Background: an optimization exercise with open tools, aiming at small area. Do not read the settings as production practice.
In this exercise RTL edits were held to simulation tests only and were not proved equivalent to the original.
Power is estimated from default activity; no workload was simulated.

Design zigzag_dcpred, start of the top module:
module zigzag_dcpred
#(
  parameter int W = 12
) (
  input  logic         clk,
  input  logic         rst,
  input  logic         q_en,
  input  logic [W-1:0] q,
  input  logic [1:0]   blk_comp,
  input  logic         frame_start,
  output logic         o_en,
  output logic [W:0]   o_data,
  output logic         o_sop,
  output logic         o_eop,
  output logic [1:0]   o_comp
);
Size: roughly 2200 cells after synthesis, about 870 flip-flops.
==> flow/config.mk <==
export PLATFORM = sky130hd
export DESIGN_NAME = zigzag_dcpred
export DESIGN_NICKNAME = zigzag_dcpred
export VERILOG_FILES = /design/flow/design.v
export SDC_FILE = /design/flow/constraint.sdc
export NUM_CORES = 4
export LEC_CHECK = 0
export CAP_MARGIN = 20
export CELL_PAD_IN_SITES_DETAIL_PLACEMENT = 1
export CORE_MARGIN = 2
export CORE_UTILIZATION = 40
export PLACE_DENSITY = 0.6
export SLEW_MARGIN = 20
export SYNTH_HIERARCHICAL = 1
==> flow/constraint.sdc <==
create_clock -name core_clock -period 7.0 [get_ports {clk}]
set_input_delay 1.4000 -clock core_clock [delete_from_list [all_inputs] [get_ports {clk}]]
set_output_delay 1.4000 -clock core_clock [all_outputs]
set_load 0.01 [all_outputs]
standard.sh (not shown) runs the stock make flow with config.mk's settings and CLKGATE_MAP_FILE= SYNTH_SCRIPT=/design/flow/synth_recipe.tcl, a recipe that flattens the netlist after the stock synthesis.
==> flow/flow/run.sh <==
#!/bin/bash
# The standard ORFS layout (standard.sh) with three changes that only affect how the
# layout is built: clock tree synthesis adds no dummy loads and drives clusters of up to
# 16 flip-flops with clkbuf_8 leaf buffers, and port buffers use buf_1.
set -euo pipefail
export CTS_ARGS="-sink_clustering_enable -repair_clock_nets -dont_use_dummy_load -buf_list sky130_fd_sc_hd__clkbuf_8 -sink_clustering_size 16 -sink_clustering_max_diameter 60"
export BUFFER_PORTS_ARGS="-buffer_cell sky130_fd_sc_hd__buf_1"
bash standard.sh > flow_standard.log 2>&1
The first run ran to the end with no violations.
==> next run, changes <==
--- a/flow/config.mk
+++ b/flow/config.mk
@@ -11,2 +11,3 @@
 export CORE_UTILIZATION = 40
+export GPL_TIMING_DRIVEN = 0
 export PLACE_DENSITY = 0.6
The new run ran to the end with no violations; critical path depth came out lower by 1; non-clock buffer count fell by 8; die area is unchanged.

Setup of v59:
Another version of the RTL of zigzag_dcpred (not shown whole).
For scale: ~2100 cells after synthesis, roughly 36 I/O pins.
==> flow/config.mk <==
export PLATFORM = sky130hd
export DESIGN_NAME = zigzag_dcpred
export DESIGN_NICKNAME = zigzag_dcpred
export VERILOG_FILES = /design/flow/design.v
export SDC_FILE = /design/flow/constraint.sdc
export NUM_CORES = 4
export LEC_CHECK = 0
export CAP_MARGIN = 10
export CELL_PAD_IN_SITES_DETAIL_PLACEMENT = 1
export CORE_MARGIN = 2
export CORE_UTILIZATION = 55
export PLACE_DENSITY = 0.7
export SLEW_MARGIN = 10
export SYNTH_HIERARCHICAL = 1
==> flow/constraint.sdc <==
create_clock -name core_clock -period 7.0 [get_ports {clk}]
set_input_delay 1.4000 -clock core_clock [delete_from_list [all_inputs] [get_ports {clk}]]
set_output_delay 1.4000 -clock core_clock [all_outputs]
set_load 0.01 [all_outputs]
==> flow/flow/run.sh <==
#!/bin/bash
# The standard ORFS layout (standard.sh) with three changes that only affect how the
# layout is built: clock tree synthesis adds no dummy loads and drives clusters of up to
# 18 flip-flops with clkbuf_8 leaf buffers, and port buffers use buf_1.
set -euo pipefail
export CTS_ARGS="-sink_clustering_enable -repair_clock_nets -dont_use_dummy_load -buf_list sky130_fd_sc_hd__clkbuf_8 -sink_clustering_size 18 -sink_clustering_max_diameter 60"
export BUFFER_PORTS_ARGS="-buffer_cell sky130_fd_sc_hd__buf_1"
bash standard.sh > flow_standard.log 2>&1
v59 | stages: all done | timing, DRC, antenna: all pass
Input changes introduced in v47 (baseline for comparison: v59):
# v59
export LEC_CHECK = 0
export CAP_MARGIN = 10
export CELL_PAD_IN_SITES_DETAIL_PLACEMENT = 1
export CORE_MARGIN = 2
export CORE_UTILIZATION = 55
export PLACE_DENSITY = 0.7
export SLEW_MARGIN = 10
export SYNTH_HIERARCHICAL = 1
create_clock -name core_clock -period 7.0 [get_ports {clk}]
# v47
export LEC_CHECK = 0
export CAP_MARGIN = 10
export CELL_PAD_IN_SITES_DETAIL_PLACEMENT = 1
export CORE_MARGIN = 2
export CORE_UTILIZATION = 40
export PLACE_DENSITY = 0.6
export SLEW_MARGIN = 10
export SYNTH_HIERARCHICAL = 1
create_clock -name core_clock -period 7.0 [get_ports {clk}]
==> flow/flow/run.sh <==
#!/bin/bash
# The standard ORFS layout (standard.sh) with three changes that only affect how the
# layout is built: clock tree synthesis adds no dummy loads and drives clusters of up to
# 16 flip-flops with clkbuf_8 leaf buffers, and port buffers use buf_1.
set -euo pipefail
export CTS_ARGS="-sink_clustering_enable -repair_clock_nets -dont_use_dummy_load -buf_list sky130_fd_sc_hd__clkbuf_8 -sink_clustering_size 16 -sink_clustering_max_diameter 60"
export BUFFER_PORTS_ARGS="-buffer_cell sky130_fd_sc_hd__buf_1"
bash standard.sh > flow_standard.log 2>&1
Notes after the runs:
v47: full flow OK, the timing, design-rule and antenna checks passed
Taking v59 as the reference, in v47 power consumed by combinational cells did not really move; total power draw went up; slack of the worst reg-to-reg path went up; relative contribution of combinational cells to total power went down.
For the share of post-route cells with drive strength above 1, v47 came in 0.81 points higher than v59 did.
Against v59, v47 comes in 4000 um lower on global-route wire length before repair.
Routed wire length went down by a few percent going from v59 to v47.
Compared with v59, v47 shows a non-clock buffer total of the final layout that is 8 higher.
Routed length on met3: v47 vs v59 down 3600 um
Tap cell instance count grows by more than a quarter when moving from v59 to v47.
The following lists how v18 was set up differently from v47:
# v47
export LEC_CHECK = 0
export CAP_MARGIN = 10
export CELL_PAD_IN_SITES_DETAIL_PLACEMENT = 1
export CORE_MARGIN = 2
export CORE_UTILIZATION = 40
export PLACE_DENSITY = 0.6
export SLEW_MARGIN = 10
export SYNTH_HIERARCHICAL = 1
create_clock -name core_clock -period 7.0 [get_ports {clk}]
# v18
export LEC_CHECK = 0
export CAP_MARGIN = 10
export CELL_PAD_IN_SITES_DETAIL_PLACEMENT = 1
export CORE_MARGIN = 2
export CORE_UTILIZATION = 55
export PLACE_DENSITY = 0.7
export SLEW_MARGIN = 10
export SYNTH_HIERARCHICAL = 1
create_clock -name core_clock -period 7.0 [get_ports {clk}]
==> comparison <==
- v18 ran to completion and came out clean on the timing, design-rule and antenna checks.
- v18 vs v47 on shortest period the worst path allows: v18 is the higher one.
- Relative to v47, fraction of final layout cells sized beyond drive strength 1 has decreased by 0.44 points in v18.
- v18: routed metal-1 wirelength is about 3.2% lower than what v47 reported.
- In v18 the final area turned out about 1.3% lower than in v47.
- Looking at setup slack, v18 sits 0.12 ns lower than v47 does.
- Between v47 and v18, the difference in clock latency on the worst-skew pair is negligible.
- v18: total power is 49 uW lower than what v47 reported.

## separate check: timing with driven ports
The flow's constraints put no driver on any port. The routed layouts listed below were extracted and timed again, unchanged, in two steps.
Step 1, drivers: a clkbuf_16 drives clk and a buf_2 each remaining input, both assumed.
Step 2 moves the port delays by t, midway between the first and last clock arrival at a register: inputs arrive t later, outputs are due t later. That takes back most of the time a late clock gives input paths.
Three values: ideal, step 1, step 2; two values: the first two.
| run | shift t [ns] | setup slack, ns | hold WS [ns] |
|---|---|---|---|
| the first run of note 1 | 0.731 | 0.615 / 0.615 / 0.615 | 0.432 / 0.432 / 0.432 |
| the second run of note 1 | 0.743 | 0.429 / 0.429 / 0.300 | 0.385 / 0.385 / 0.385 |
| v59 | 0.737 | 0.583 / 0.583 / 0.371 | 0.439 / 0.439 / 0.439 |
| v47 | 0.726 | 0.684 / 0.684 / 0.405 | 0.381 / 0.381 / 0.381 |
| v18 | 0.720 | 0.562 / 0.562 / 0.364 | 0.437 / 0.437 / 0.437 |
After both steps every run listed still meets setup and hold. The setup slack of v47, which loses most, moves by 0.000 ns with the drivers and by -0.279 ns with both steps.
